This design comes from an exercise in tuning for small area on the open sky130 flow, not from production work.

==> v24 <==
==> flow/design.v <==
package ncgr_pkg;
  localparam int WINDOW_POSITIONS = 36;
  localparam int LABEL_BITS       = 20;
  typedef enum logic [2:0] {
    ST_IDLE,    
    ST_WAIT,    
    ST_MUL,     
    ST_DIV,     
    ST_RES      
  } state_t;
endpackage
import ncgr_pkg::*;
module neighborhood_crowding_growth_rate_unit (
  input  logic                   clk,
  input  logic                   rst,
  input  logic                   cfg_we,
  input  logic [2:0]             cfg_index,
  input  logic [19:0]            cfg_data,
  input  logic                   item_valid,
  output logic                   item_ready,
  input  logic [19:0]            item_density_code,
  input  logic [19:0]            item_occupant_label,
  input  logic [1:0]             item_position_stage,
  input  logic [1:0]             item_center_type,
  input  logic signed [23:0]     item_inherent_rate,
  input  logic                   item_last_position,
  output logic                   result_valid,
  input  logic                   result_ready,
  output logic signed [31:0]     result_adjusted_rate,
  output logic [5:0]             result_r_neighbors,
  output logic [6:0]             result_k_neighbors,
  output logic [6:0]             result_total_neighbors
);
  logic [19:0] group_a;
  logic [19:1] group_b;
  logic [14:0] r_limit;
  logic [14:0] k_limit;
  logic [15:0] alpha;
  logic [15:0] beta;
  logic [15:0] cap_r;
  logic [15:0] cap_k;
  logic [19:0] cfg_wd;
  logic [7:0]  cfg_ld;
  assign cfg_wd = rst ? 20'd256 : cfg_data;
  always_comb begin
    for (int k = 0; k < 8; k++) cfg_ld[k] = rst || (cfg_we && cfg_index == 3'(k));
  end
  always_ff @(posedge clk) begin
    if (cfg_ld[0]) group_a <= cfg_wd[19:0] & {11'h7FF, ~rst, 8'hFF};
    if (cfg_ld[1]) group_b <= cfg_wd[19:1] & {11'h7FF, ~rst, 7'h7F};
    if (cfg_ld[2]) r_limit <= cfg_wd[14:0] & {6'h3F, ~rst, 8'hFF};
    if (cfg_ld[3]) k_limit <= cfg_wd[14:0] & {6'h3F, ~rst, 8'hFF};
    if (cfg_ld[4]) alpha   <= cfg_wd[15:0] & {7'h7F, ~rst, 8'hFF};
    if (cfg_ld[5]) beta    <= cfg_wd[15:0] & {7'h7F, ~rst, 8'hFF};
    if (cfg_ld[6]) cap_r   <= cfg_wd[15:0];
    if (cfg_ld[7]) cap_k   <= cfg_wd[15:0];
  end
  ncgr_pkg::state_t state;
  logic       half;
  logic [5:0] low6;
  logic [5:0] low6_inc;
  always_comb begin
    logic c;
    c = 1'b1;
    for (int i = 0; i < 6; i++) begin
      low6_inc[i] = low6[i] ^ c;
      c           = low6[i] & c;
    end
  end
  always_ff @(posedge clk) begin
    if (rst) begin
      half <= 1'b0;
      low6 <= '0;
    end else if (low6 == 6'd35) begin
      half <= ~half;
      low6 <= '0;
    end else begin
      low6 <= low6_inc;
    end
  end
  logic [LABEL_BITS-1:0] ring [72];
  logic                  insert;
  always_ff @(posedge clk) begin
    for (int i = 0; i < 71; i++) ring[i] <= ring[i+1];
    ring[71] <= insert ? item_occupant_label : ring[0];
  end
  logic [5:0] r_cnt;
  logic [5:0] k_cnt;
  logic [5:0] s2_cnt;
  logic [6:0] kc;
  logic [6:0] n;
  always_comb begin
    logic c;
    c = 1'b0;
    for (int i = 0; i < 6; i++) begin
      kc[i] = k_cnt[i] ^ s2_cnt[i] ^ c;
      c     = (k_cnt[i] & s2_cnt[i]) | (c & (k_cnt[i] ^ s2_cnt[i]));
    end
    kc[6] = c;
    c = 1'b0;
    for (int i = 0; i < 6; i++) begin
      n[i] = r_cnt[i] ^ kc[i] ^ c;
      c    = (r_cnt[i] & kc[i]) | (c & (r_cnt[i] ^ kc[i]));
    end
    n[6] = kc[6] ^ c;
  end
  logic        sel_r;
  logic        sel_q;
  logic        d_nz;
  logic        le_half_a;    
  logic        gt_a;         
  logic        le_top;       
  always_comb begin
    logic c;
    logic [20:0] cs_s;
    logic [21:0] cs_c;
    c = 1'b0;
    for (int i = 0; i < 20; i++) begin
      logic ai;
      ai = (i < 19) ? group_a[i+1] : 1'b0;
      c  = (ai ^ item_density_code[i]) ? item_density_code[i] : c;
    end
    le_half_a = ~c;
    c = 1'b0;
    for (int i = 0; i < 20; i++)
      c = (group_a[i] ^ item_density_code[i]) ? item_density_code[i] : c;
    gt_a = c;
    cs_c[0] = 1'b1;
    for (int i = 0; i < 21; i++) begin
      logic ai, bi, di;
      ai = (i < 20) ? group_a[i] : 1'b0;
      bi = (i < 19) ? group_b[i+1] : 1'b0;
      di = (i < 20) ? ~item_density_code[i] : 1'b1;
      cs_s[i]   = ai ^ bi ^ di;
      cs_c[i+1] = (ai & bi) | (di & (ai ^ bi));
    end
    c = 1'b0;
    for (int i = 0; i < 21; i++)
      c = (cs_s[i] ^ cs_c[i]) ? c : cs_s[i];
    le_top = c | cs_c[21];
  end
  assign d_nz  = |item_density_code;
  assign sel_r = (d_nz && le_half_a) || (gt_a && le_top);
  logic       [5:0] cnt;
  logic       [5:0] cnt_inc;
  logic             in_sel;
  logic             skip;
  logic             at_start;
  logic             armed;
  logic             found;
  logic             armed_eff;
  logic             match;
  logic             decide;
  logic             seen;
  logic [1:0]       ctype_q;
  logic             s2_add;
  logic       [5:0] s2_inc;
  assign cnt = sel_q ? r_cnt : k_cnt;
  always_comb begin
    logic c;
    c = 1'b1;
    for (int i = 0; i < 6; i++) begin
      cnt_inc[i] = cnt[i] ^ c;
      c          = cnt[i] & c;
    end
    c = 1'b1;
    for (int i = 0; i < 6; i++) begin
      s2_inc[i] = s2_cnt[i] ^ c;
      c         = s2_cnt[i] & c;
    end
  end
  assign in_sel    = half == ~sel_q;
  assign skip      = item_occupant_label == '0 || cnt == 6'd36;
  assign at_start  = in_sel && low6 == 6'd0;
  assign armed_eff = armed || at_start;
  assign match     = in_sel && low6 < cnt && ring[0] == item_occupant_label;
  assign decide    = state == ST_IDLE && item_valid && seen &&
                     (skip || (armed_eff && in_sel && low6 == cnt));
  assign insert    = decide && !skip && !(found && !at_start);
  assign s2_add    = item_position_stage == 2'd2 && s2_cnt != 6'd36;
  always_ff @(posedge clk) begin
    sel_q   <= sel_r;
    ctype_q <= item_center_type;
    seen    <= !rst && state == ST_IDLE && item_valid && !decide;
  end
  always_ff @(posedge clk) begin
    if (rst || state != ST_IDLE || !item_valid || decide) begin
      armed <= 1'b0;
      found <= 1'b0;
    end else begin
      armed <= armed_eff;
      found <= at_start ? match : (found || match);
    end
  end
  always_ff @(posedge clk) begin
    if (rst || (state == ST_RES && result_ready)) begin
      r_cnt  <= '0;
      k_cnt  <= '0;
      s2_cnt <= '0;
    end else if (decide) begin
      if (insert && sel_q)  r_cnt <= cnt_inc;
      if (insert && !sel_q) k_cnt <= cnt_inc;
      if (s2_add)           s2_cnt <= s2_inc;
    end
  end
  logic [46:0] p;
  logic [15:0] rem;
  logic        q0;
  logic        sat_hi;
  logic        pos;
  logic        sel1;
  logic [14:0] lim;
  logic [15:0] mult;
  logic [6:0]  kbits;
  logic [15:0] cap;
  logic [15:0] capx;
  logic        n_ge_lim;
  logic        crowded;
  logic        sgn;
  logic        cpl;
  logic        st_mul;
  logic        st_div;
  logic        ph_fin;
  logic        ph_last;
  logic        mul_b;
  logic [23:0] op;
  logic        cin;
  logic        sx;
  logic        lsb;
  logic [33:0] lo;
  logic        lo_c;
  logic [12:0] up;
  logic [16:0] t;
  logic [15:0] diff;
  logic        ge;
  logic        hold;
  assign sel1  = ctype_q[0];
  assign lim   = sel1 ? r_limit : k_limit;
  assign mult  = sel1 ? alpha : beta;
  assign kbits = sel1 ? kc : {1'b0, r_cnt};
  assign cap   = sel1 ? cap_r : cap_k;
  assign capx  = {cap[15:1], cap[0] | (cap == '0)};
  assign sgn   = item_inherent_rate[23];
  assign cpl   = ~sgn;
  always_comb begin
    logic c;
    c = ~|lim[7:0];
    for (int i = 0; i < 7; i++)
      c = (n[i] ^ lim[8+i]) ? n[i] : c;
    n_ge_lim = c;
  end
  assign crowded = (ctype_q[0] ^ ctype_q[1]) && n_ge_lim;
  assign st_mul  = state == ST_MUL;
  assign st_div  = state == ST_DIV;
  assign ph_last = half && low6 == 6'd10;
  assign ph_fin  = half && low6 == 6'd11;
  assign mul_b   = p[46];
  always_comb begin
    op  = '0;
    cin = 1'b0;
    sx  = 1'b0;
    lsb = 1'b0;
    if (st_mul) begin
      if (!half) begin
        if (low6 == 6'd15 && crowded) op = {17'b0, n};
        if (low6 >= 6'd17 && low6 <= 6'd23 && crowded && kbits[5'd23 - low6[4:0]])
          op = {8'b0, mult};
        if (low6 == 6'd24 && crowded) begin
          op  = {8'hFF, ~lim, 1'b1};
          cin = 1'b1;
        end
      end else if (low6 >= 6'd12) begin
        if (mul_b) op = item_inherent_rate ^ {24{sgn}};
        cin = mul_b & sgn;
      end
    end else if (st_div && ph_fin) begin
      op  = item_inherent_rate;
      sx  = sgn;
      cin = cpl;
      lsb = q0;
    end
  end
  assign {lo_c, lo} = {1'b0, p[32:0], lsb} + {1'b0, {10{sx}}, op} + {34'b0, cin};
  assign up         = p[45:33] + {12'b0, lo_c};
  assign t = {rem, p[46]};
  always_comb begin
    logic c;
    logic b;
    c = 1'b0;
    for (int i = 0; i < 17; i++) begin
      b = (i < 16) ? capx[i] : 1'b0;
      if (i < 16) diff[i] = t[i] ^ b ^ c;
      c = (~t[i] & b) | (~(t[i] ^ b) & c);
    end
    ge = ~c;
  end
  assign hold = state == ST_RES || (st_div && ph_last);
  always_ff @(posedge clk) begin
    p[46:34] <= up;
    if (!hold) begin
      p[33:1] <= lo[33:1];
      p[0]    <= st_div && !ph_fin ? ge ^ cpl : lo[0];
    end
  end
  always_ff @(posedge clk) begin
    if (st_div) rem <= ge ? diff : t[15:0];
    else        rem <= '0;
    if (st_mul)                        sat_hi <= 1'b0;
    else if (st_div && !half && low6 < 6'd15) sat_hi <= sat_hi | ge;
    if (st_div && ph_last) q0  <= ge ^ cpl;
    if (st_div && ph_fin)  pos <= cpl;
  end
  always_ff @(posedge clk) begin
    if (rst) begin
      state <= ST_IDLE;
    end else begin
      unique case (state)
        ST_IDLE: if (decide && item_last_position) state <= ST_WAIT;
        ST_WAIT: if (half && low6 == 6'd35) state <= ST_MUL;
        ST_MUL:  if (half && low6 == 6'd35) state <= ST_DIV;
        ST_DIV:  if (ph_fin) state <= ST_RES;
        ST_RES:  if (result_ready) state <= ST_IDLE;
        default: state <= ST_IDLE;
      endcase
    end
  end
  assign item_ready = (decide && !item_last_position) || (st_div && ph_fin);
  logic sat;
  assign sat = sat_hi || p[33] != p[32] || p[32] != p[31];
  assign result_valid           = state == ST_RES;
  assign result_adjusted_rate   = sat ? {pos, {31{~pos}}} : p[31:0];
  assign result_r_neighbors     = r_cnt;
  assign result_k_neighbors     = kc;
  assign result_total_neighbors = n;
endmodule
==> flow/run.sh <==
#!/bin/bash
# synth_recipe.tcl (not shown) runs the flow's synth.tcl, then flattens the netlist and writes it again
# the make line also repeats each setting of config.mk as NAME=value (left out here)
make -C /OpenROAD-flow-scripts/flow DESIGN_CONFIG=/design/flow/config.mk WORK_HOME=/design/flow/orfs CLKGATE_MAP_FILE= SYNTH_SCRIPT=/design/flow/synth_recipe.tcl finish
==> flow/config.mk <==
export PLATFORM = sky130hd
export DESIGN_NAME = neighborhood_crowding_growth_rate_unit
export DESIGN_NICKNAME = neighborhood_crowding_growth_rate_unit
export VERILOG_FILES = /design/flow/design.v
export SDC_FILE = /design/flow/constraint.sdc
export NUM_CORES = 4
export LEC_CHECK = 0
export CAP_MARGIN = 20
export CORE_MARGIN = 2
export CORE_UTILIZATION = 80
export CTS_BUF_LIST = sky130_fd_sc_hd__clkbuf_16
export CTS_CLUSTER_DIAMETER = 60
export CTS_CLUSTER_SIZE = 30
export PLACE_DENSITY = 0.86
export SLEW_MARGIN = 20
==> flow/constraint.sdc <==
create_clock -name core_clock -period 11.0 [get_ports {clk}]
set_input_delay 2.2000 -clock core_clock [delete_from_list [all_inputs] [get_ports {clk}]]
set_output_delay 2.2000 -clock core_clock [all_outputs]
set_load 0.01 [all_outputs]
==> v8 (differences from v24) <==
--- a/flow/design.v
+++ b/flow/design.v
@@ -104,43 +104,37 @@
     end
     n[6] = kc[6] ^ c;
   end
-  logic        sel_r;
   logic        sel_q;
+  logic        sel_ok;
+  logic        pend;
+  logic        d_i;
+  logic        a_i;
+  logic        b_i;
+  logic        t_s;
+  logic        ev_start;
+  logic        d1;
+  logic        a1;
+  logic        t_c;
+  logic        gt_h;
+  logic        gt_a;
+  logic        gt_t;
   logic        d_nz;
-  logic        le_half_a;    
-  logic        gt_a;         
-  logic        le_top;       
-  always_comb begin
-    logic c;
-    logic [20:0] cs_s;
-    logic [21:0] cs_c;
-    c = 1'b0;
-    for (int i = 0; i < 20; i++) begin
-      logic ai;
-      ai = (i < 19) ? group_a[i+1] : 1'b0;
-      c  = (ai ^ item_density_code[i]) ? item_density_code[i] : c;
-    end
-    le_half_a = ~c;
-    c = 1'b0;
-    for (int i = 0; i < 20; i++)
-      c = (group_a[i] ^ item_density_code[i]) ? item_density_code[i] : c;
-    gt_a = c;
-    cs_c[0] = 1'b1;
-    for (int i = 0; i < 21; i++) begin
-      logic ai, bi, di;
-      ai = (i < 20) ? group_a[i] : 1'b0;
-      bi = (i < 19) ? group_b[i+1] : 1'b0;
-      di = (i < 20) ? ~item_density_code[i] : 1'b1;
-      cs_s[i]   = ai ^ bi ^ di;
-      cs_c[i+1] = (ai & bi) | (di & (ai ^ bi));
-    end
-    c = 1'b0;
-    for (int i = 0; i < 21; i++)
-      c = (cs_s[i] ^ cs_c[i]) ? c : cs_s[i];
-    le_top = c | cs_c[21];
+  logic [19:0] b_vec;
+  assign b_vec    = {group_b, 1'b0};
+  assign d_i      = low6 < 6'd20 && item_density_code[low6[4:0]];
+  assign a_i      = low6 < 6'd20 && group_a[low6[4:0]];
+  assign b_i      = low6 < 6'd20 && b_vec[low6[4:0]];
+  assign t_s      = a1 ^ b_i ^ t_c;
+  assign ev_start = low6 == 6'd0;
+  always_ff @(posedge clk) begin
+    d1   <= d_i;
+    a1   <= a_i;
+    t_c  <= !ev_start && ((a1 & b_i) | (t_c & (a1 ^ b_i)));
+    gt_a <= (d_i ^ a_i) ? d_i : (!ev_start && gt_a);
+    gt_h <= !ev_start && ((d1 ^ a_i) ? d1 : gt_h);
+    gt_t <= !ev_start && ((d1 ^ t_s) ? d1 : gt_t);
+    d_nz <= d_i || (!ev_start && d_nz);
   end
-  assign d_nz  = |item_density_code;
-  assign sel_r = (d_nz && le_half_a) || (gt_a && le_top);
   logic       [5:0] cnt;
   logic       [5:0] cnt_inc;
   logic             in_sel;
@@ -151,7 +145,7 @@
   logic             armed_eff;
   logic             match;
   logic             decide;
-  logic             seen;
+  logic             lab_zero;
   logic [1:0]       ctype_q;
   logic             s2_add;
   logic       [5:0] s2_inc;
@@ -170,21 +164,28 @@
     end
   end
   assign in_sel    = half == ~sel_q;
-  assign skip      = item_occupant_label == '0 || cnt == 6'd36;
-  assign at_start  = in_sel && low6 == 6'd0;
+  assign lab_zero  = item_occupant_label == '0;
+  assign skip      = lab_zero || cnt == 6'd36;
+  assign at_start  = sel_ok && in_sel && low6 == 6'd0;
   assign armed_eff = armed || at_start;
   assign match     = in_sel && low6 < cnt && ring[0] == item_occupant_label;
-  assign decide    = state == ST_IDLE && item_valid && seen &&
-                     (skip || (armed_eff && in_sel && low6 == cnt));
+  assign decide    = state == ST_IDLE && item_valid &&
+                     (lab_zero || (sel_ok && (skip || (armed_eff && in_sel && low6 == cnt))));
   assign insert    = decide && !skip && !(found && !at_start);
   assign s2_add    = item_position_stage == 2'd2 && s2_cnt != 6'd36;
   always_ff @(posedge clk) begin
-    sel_q   <= sel_r;
     ctype_q <= item_center_type;
-    seen    <= !rst && state == ST_IDLE && item_valid && !decide;
+    if (low6 == 6'd21) sel_q <= (d_nz && !gt_h) || (gt_a && (t_c || !gt_t));
+    if (rst || decide) begin
+      pend   <= 1'b0;
+      sel_ok <= 1'b0;
+    end else begin
+      if (ev_start)      pend   <= state == ST_IDLE && item_valid;
+      if (low6 == 6'd21) sel_ok <= pend;
+    end
   end
   always_ff @(posedge clk) begin
-    if (rst || state != ST_IDLE || !item_valid || decide) begin
+    if (rst || state != ST_IDLE || !item_valid || decide || !sel_ok) begin
       armed <= 1'b0;
       found <= 1'b0;
     end else begin
@@ -280,8 +281,35 @@
       lsb = q0;
     end
   end
-  assign {lo_c, lo} = {1'b0, p[32:0], lsb} + {1'b0, {10{sx}}, op} + {34'b0, cin};
-  assign up         = p[45:33] + {12'b0, lo_c};
+  always_comb begin
+    logic [46:0] aa;
+    logic [46:0] bb;
+    logic [46:0] pp;
+    logic [46:0] gg;
+    logic [46:0] pr;
+    logic [46:0] gr;
+    aa = {p[45:0], lsb};
+    bb = {13'b0, {10{sx}}, op};
+    pp = aa ^ bb;
+    gg = aa & bb;
+    pr = pp;
+    gr = gg;
+    gr[0] = gg[0] | (pp[0] & cin);
+    for (int i = 1; i <= 6; i++)
+      for (int j = 2**i - 1; j < 47; j = j + 2**i) begin
+        gr[j] = gr[j] | (pr[j] & gr[j - 2**(i-1)]);
+        pr[j] = pr[j] & pr[j - 2**(i-1)];
+      end
+    for (int i = 6; i > 0; i--)
+      for (int j = 2**i + 2**(i-1) - 1; j < 47; j = j + 2**i) begin
+        gr[j] = gr[j] | (pr[j] & gr[j - 2**(i-1)]);
+        pr[j] = pr[j] & pr[j - 2**(i-1)];
+      end
+    lo[0] = pp[0] ^ cin;
+    for (int i = 1; i < 34; i++) lo[i] = pp[i] ^ gr[i-1];
+    for (int i = 34; i < 47; i++) up[i-34] = pp[i] ^ gr[i-1];
+    lo_c = gr[33];
+  end
   assign t = {rem, p[46]};
   always_comb begin
     logic c;
==> flow/flow/run.sh (new file) <==
#!/bin/bash
# The standard ORFS layout (the standard.sh, unchanged synthesis), with two settings passed
# to make: port buffers use the smallest buffer cell, and the clock tree is built from
# clkbuf_16 sink clusters without dummy loads. make's full output goes to make_finish.log here;
# each ORFS step also keeps its own log under orfs/logs/.
set -euo pipefail
cd "$(dirname "${BASH_SOURCE[0]}")/.."
bash standard.sh \
  BUFFER_PORTS_ARGS="-buffer_cell sky130_fd_sc_hd__buf_1" \
  CTS_ARGS="-sink_clustering_enable -repair_clock_nets -dont_use_dummy_load -sink_clustering_size 24 -sink_clustering_max_diameter 50 -buf_list sky130_fd_sc_hd__clkbuf_16" \
  finish > make_finish.log 2>&1
==> flow/standard.sh (new file) <==
#!/bin/bash
# synth_recipe.tcl (not shown) runs the flow's synth.tcl, then flattens the netlist and writes it again
# the make line also repeats each setting of config.mk as NAME=value (left out here)
make -C /OpenROAD-flow-scripts/flow DESIGN_CONFIG=/design/flow/config.mk WORK_HOME=/design/flow/orfs CLKGATE_MAP_FILE= SYNTH_SCRIPT=/design/flow/synth_recipe.tcl "${@:-finish}"
CORE_UTILIZATION = 72   (was 80)
CTS_BUF_LIST = unset   (was sky130_fd_sc_hd__clkbuf_16)
CTS_CLUSTER_DIAMETER = unset   (was 60)
CTS_CLUSTER_SIZE = unset   (was 30)
PLACE_DENSITY = 0.8   (was 0.86)
removed: flow/run.sh
==> reports/metrics.cfg <==
[global_routing]
antenna_found_initial=5

[placed_design]
place.detailed.hpwl_um=49200

[logic_synthesis]
synth_edf_count=170
synth_xor_area_share_pct=1.43
seq_area_frac_synth_pct=82.7

[outcome]
status=finished clean

-- figures above: v8

==> reports/metrics.cfg <==
[outcome]
status=stopped before the end
haltStage=5_1_grt
error=[ERROR DPL-0033] detailed placement checks failed during check placement.

[logic_synthesis]
ys_types=79
synth_edf_count=169
seq_area_frac_synth_pct=81.3
yosysWarningCount=2
synth_xor_area_share_pct=1.70
synth-seq-cells=1673

[global_routing]
antenna_found_initial=41

[floorplan]
die_w_um=237

[clocking]
cts_hold_buf=0

-- figures above: v24

No functional check of the RTL was part of any run of this note.

re-timing with driven ports:
No port has a modelled driver above. Below, the same layout with a new extraction and two added sets of constraints. Step 1, drivers: a clkbuf_16 drives clk and a buf_2 each remaining input, both assumed. Step 2, shift: input delay + t, output delay - t, t = (earliest + latest rising clock arrival at the registers) / 2. This alone moves slack from input paths to output paths. Three values: ideal, step 1, step 2; two values: the first two.
run: v8
shift t [ns]: 0.711
slack for setup (ns): 1.426 / 1.426 / 1.426
clock arrival spread, ns: 0.094 / 0.093
pins driven straight from the clock port: 1
After both steps setup and hold are still met in v8. The setup slack of v8 moves by 0.000 ns with the drivers and by 0.000 ns with both steps.
